From an optimization exercise on the open Yosys and OpenROAD flow, aimed at a short achievable clock period and few clock cycles per item; shortcuts taken in it are not production practice. Only simulation tests tie the RTL to the original design; equivalence was not proved. The clock port is modelled as an ideal driver; clocking choices that lean on that would not hold on a real chip. No activity file was given, so power comes from the tool's default toggle rates.

## lane 1
// cpu_top
module cpu_top #(
	parameter logic [31:0] reset_pc = 32'hbfc00000
) (
	input  logic        aclk,
	input  logic        areset_n,
	output logic [31:0] inst_addr,
	input  logic [31:0] inst_rdata,
	output logic        data_en,
	output logic        data_we,
	output logic [3:0]  data_be,
	output logic [31:0] data_addr,
	output logic [31:0] data_wdata,
	input  logic [31:0] data_rdata,
	output logic        retire_valid,
	output logic [31:0] retire_pc,
	output logic        wb_en,
	output logic [4:0]  wb_addr,
	output logic [31:0] wb_data
);
Size in the first run: about 0.11 mm² of cells after synthesis.
==> flow/config.mk <==
export PLATFORM = sky130hd
export DESIGN_NAME = cpu_top
export DESIGN_NICKNAME = cpu_top
export VERILOG_FILES = /design/flow/design.v
export SDC_FILE = /design/flow/constraint.sdc
export NUM_CORES = 4
export LEC_CHECK = 0
export CAP_MARGIN = 20
export CELL_PAD_IN_SITES_DETAIL_PLACEMENT = 1
export CELL_PAD_IN_SITES_GLOBAL_PLACEMENT = 1
export CORE_MARGIN = 2
export CORE_UTILIZATION = 40
export GPL_ROUTABILITY_DRIVEN = 1
export PLACE_DENSITY = 0.5
export SLEW_MARGIN = 20
export SYNTH_HIERARCHICAL = 1
==> flow/constraint.sdc <==
create_clock -name core_clock -period 16.0 [get_ports {aclk}]
set_input_delay 3.2000 -clock core_clock [delete_from_list [all_inputs] [get_ports {aclk}]]
set_output_delay 3.2000 -clock core_clock [all_outputs]
set_load 0.01 [all_outputs]
standard.sh (not shown) runs the stock make flow with config.mk's settings and CLKGATE_MAP_FILE= SYNTH_SCRIPT=/design/flow/synth_recipe.tcl, a recipe that flattens the netlist after the stock synthesis.
==> flow/flow/run.sh <==
#!/bin/bash
set -euo pipefail
source flow/knobs.sh
RT=$PWD/flow/rt.tcl
bash standard.sh SETUP_SLACK_MARGIN=$MARGIN TNS_END_PERCENT=$TNS RT_MAX_ITER=$MAXIT \
  PRE_FLOORPLAN_TCL=$RT PRE_CTS_TCL=$RT PRE_GLOBAL_ROUTE_TCL=$RT \
  "BUFFER_PORTS_ARGS=-buffer_cell $PORTBUF" $EXTRA finish > standard.log 2>&1
==> flow/flow/knobs.sh <==
MARGIN=11.5
TNS=10
MAXIT=3000
PORTBUF=sky130_fd_sc_hd__buf_6
EXTRA=""
==> flow/flow/rt.tcl <==
# Sourced by ORFS's PRE_FLOORPLAN, PRE_CTS and PRE_GLOBAL_ROUTE hooks: the same
# repair_timing_helper as ORFS's util.tcl, with a cap on repair_timing's
# iterations, since the setup margin the flow asks for may not be reachable.
proc repair_timing_helper { args } {
  set additional_args {}
  append_env_var additional_args SETUP_SLACK_MARGIN -setup_margin 1
  append_env_var additional_args HOLD_SLACK_MARGIN -hold_margin 1
  append_env_var additional_args SETUP_MOVE_SEQUENCE -sequence 1
  append_env_var additional_args TNS_END_PERCENT -repair_tns 1
  append_env_var additional_args SKIP_PIN_SWAP -skip_pin_swap 0
  append_env_var additional_args SKIP_GATE_CLONING -skip_gate_cloning 0
  append_env_var additional_args SKIP_BUFFER_REMOVAL -skip_buffer_removal 0
  append_env_var additional_args SKIP_LAST_GASP -skip_last_gasp 0
  append_env_var additional_args SKIP_VT_SWAP -skip_vt_swap 0
  append_env_var additional_args SKIP_CRIT_VT_SWAP -skip_crit_vt_swap 0
  append_env_var additional_args MATCH_CELL_FOOTPRINT -match_cell_footprint 0
  append_env_var additional_args RT_MAX_ITER -max_iterations 1
  lappend additional_args {*}$args -verbose

  log_cmd repair_timing {*}$additional_args
}
The final layout from lane 1, which completed every stage, passed the timing, DRC and antenna checks at the end of the flow.
Testbench counts of lane 1, summed over its fixed seeds: cycles 41,212, instrs 35,347.
Input changes introduced in lane 2 (baseline for comparison: lane 1):
-- flow/design.v --
<<< lane 1, line 451
	output logic        nh_btb,       
	output logic [1:0]  nh_btb_idx,
	input  logic        bt_install,   
	input  logic [31:0] bt_pc,
>>> lane 2, line 451
	output logic        nh_btb,       
	output logic [1:0]  nh_btb_idx,
	output logic [29:0] nh_ptgt,      
	input  logic        bt_install,   
	input  logic [31:0] bt_pc,
<<< lane 1, line 474
	logic        f2_btb;
	logic [1:0]  f2_bidx;
	logic [3:0]  bt_v;
	logic [29:0] bt_tag [0:3];
>>> lane 2, line 475
	logic        f2_btb;
	logic [1:0]  f2_bidx;
	logic [29:0] f2_ptgt;
	logic [29:0] q1_ptgt, q2_ptgt;
	logic [3:0]  bt_v;
	logic [29:0] bt_tag [0:3];
<<< lane 1, line 565
	assign nh_btb    = (rem == 2'd0) ? f2_btb : q1_btb;
	assign nh_btb_idx = (rem == 2'd0) ? f2_bidx : q1_bidx;
	always_comb
	begin
>>> lane 2, line 568
	assign nh_btb    = (rem == 2'd0) ? f2_btb : q1_btb;
	assign nh_btb_idx = (rem == 2'd0) ? f2_bidx : q1_bidx;
	assign nh_ptgt   = (rem == 2'd0) ? f2_ptgt : q1_ptgt;
	always_comb
	begin
<<< lane 1, line 589
			q1_btb  <= q2_btb;
			q1_bidx <= q2_bidx;
		end
		if (rem == 2'd1)
>>> lane 2, line 593
			q1_btb  <= q2_btb;
			q1_bidx <= q2_bidx;
			q1_ptgt <= q2_ptgt;
		end
		if (rem == 2'd1)
<<< lane 1, line 597
			q1_btb  <= f2_btb;
			q1_bidx <= f2_bidx;
		end
		if (rem == 2'd2)
>>> lane 2, line 602
			q1_btb  <= f2_btb;
			q1_bidx <= f2_bidx;
			q1_ptgt <= f2_ptgt;
		end
		if (rem == 2'd2)
<<< lane 1, line 605
			q2_btb  <= f2_btb;
			q2_bidx <= f2_bidx;
		end
		f2_bidx <= bt_hit_idx;
		bu_pc  <= bt_pc[31:2];
		bu_tgt <= bt_target[31:2];
>>> lane 2, line 611
			q2_btb  <= f2_btb;
			q2_bidx <= f2_bidx;
			q2_ptgt <= f2_ptgt;
		end
		f2_bidx <= bt_hit_idx;
		f2_ptgt <= bt_hit_tgt;
		bu_pc  <= bt_pc[31:2];
		bu_tgt <= bt_target[31:2];
<<< lane 1, line 679
	logic        nh_btb;
	logic [1:0]  nh_btb_idx;
	logic        h_btb;
	logic [1:0]  h_btb_idx;
>>> lane 2, line 687
	logic        nh_btb;
	logic [1:0]  nh_btb_idx;
	logic [29:0] nh_ptgt;
	logic [29:0] h_ptgt;
	logic [31:0] jtarget;
	logic [31:0] tgt_sel;
	logic        act_taken;
	logic        tgt_mis;
	logic        h_btb;
	logic [1:0]  h_btb_idx;
<<< lane 1, line 786
		.nh_btb     (nh_btb),
		.nh_btb_idx (nh_btb_idx),
		.bt_install (bt_install),
		.bt_pc      (h_pc),
>>> lane 2, line 800
		.nh_btb     (nh_btb),
		.nh_btb_idx (nh_btb_idx),
		.nh_ptgt    (nh_ptgt),
		.bt_install (bt_install),
		.bt_pc      (h_pc),
<<< lane 1, line 826
			h_btb         <= nh_btb;
			h_btb_idx     <= nh_btb_idx;
			h_is_j        <= nh_word[31:27] == 5'b00001;
			h_rs_oh       <= d_rs_oh;
>>> lane 2, line 841
			h_btb         <= nh_btb;
			h_btb_idx     <= nh_btb_idx;
			h_ptgt        <= nh_ptgt;
			h_is_j        <= nh_word[31:27] == 5'b00001;
			h_rs_oh       <= d_rs_oh;
<<< lane 1, line 923
		|| (h_br[3] && !neg && !zero) || (h_br[4] && neg) || (h_br[5] && !neg);
	assign btarget    = h_bt;
	assign x_redirect = fire && h_is_cbr && (taken != h_pred);
	assign x_target   = taken ? btarget : h_pc4;
	assign bt_target  = h_is_j ? {h_pc4[31:28], h_word[25:0], 2'b00} : btarget;
	assign bt_install = fire && !h_btb && (h_is_j || (h_is_cbr && taken));
	assign bt_drop    = fire && h_btb && h_is_cbr && !taken;
	mem_lane i_st_lane (
		.mem_size      (h_size),
>>> lane 2, line 939
		|| (h_br[3] && !neg && !zero) || (h_br[4] && neg) || (h_br[5] && !neg);
	assign btarget    = h_bt;
	assign jtarget    = {h_pc4[31:28], h_word[25:0], 2'b00};
	assign tgt_sel    = h_is_j ? jtarget : btarget;
	assign act_taken  = h_is_j || (h_is_cbr && taken);
	assign tgt_mis    = tgt_sel[31:2] != h_ptgt;
	assign x_redirect = fire && (h_btb ? (!act_taken || tgt_mis) : (h_is_cbr && (taken != h_pred)));
	assign x_target   = act_taken ? tgt_sel : h_pc4;
	assign bt_target  = tgt_sel;
	assign bt_install = fire && act_taken && (!h_btb || tgt_mis);
	assign bt_drop    = fire && h_btb && (!act_taken || tgt_mis);
	mem_lane i_st_lane (
		.mem_size      (h_size),
## What came out
- Going from lane 1 to lane 2, total wire length after detailed routing went up 6.8%, synthesized cell count went up about 6%, delay of the slowest cell on the worst path went down 210 ps, flip-flop and latch count went up 5.1%.
- Lane 2 has less setup slack than lane 1.
- Lane 2 against lane 1: relative area of clock buffers and inverters in the final design ~0 delta, part of the power in combinational logic saw a decrease, sequential share of layout area held, non-clock buffer count rose by about 7%.
- On vertical die dimension, the higher figure sits with lane 2, not lane 1.
- The final layout from lane 2, which completed every stage, passed the timing, DRC and antenna checks at the end of the flow.
- [compare] base=lane 1 new=lane 2: via count of the first global-routing pass now larger, first-pass GRT wire length now larger.
Testbench counts of lane 2, summed over its fixed seeds: cycles 41,212, instrs 35,347.

[separate check: timing with driven ports]
The results above use ideal ports. As a check the final layouts listed here were re-extracted and re-timed, cells and wires unchanged. Step 1 sets driving cells, clkbuf_16 on the clock port and buf_2 on the other inputs (assumed; they add their load-dependent delay and slew). Step 2 adds t to the input delays and takes it off the output delays; t is the mean of the earliest and latest rising clock arrival at the registers after step 1. Input paths then give back, and output paths get back, about the clock's delay inside the block. Three values: ideal ports, drivers, drivers and shift; two values: the first two.
run	t, ns	setup slack, ns	hold WS [ns]	worst setup path at the end	worst slew at a driven data input, ns
lane 1	1.011	10.788 / 10.831 / 9.820	0.322 / 0.322 / 0.322	input to register	0.22
lane 2	1.014	10.615 / 10.566 / 9.552	0.310 / 0.310 / 0.310	input to register	0.21
After both steps setup and hold are still met in every run listed. The setup slack of lane 2, which loses most, moves by -0.049 ns with the drivers and by -1.063 ns with both steps.
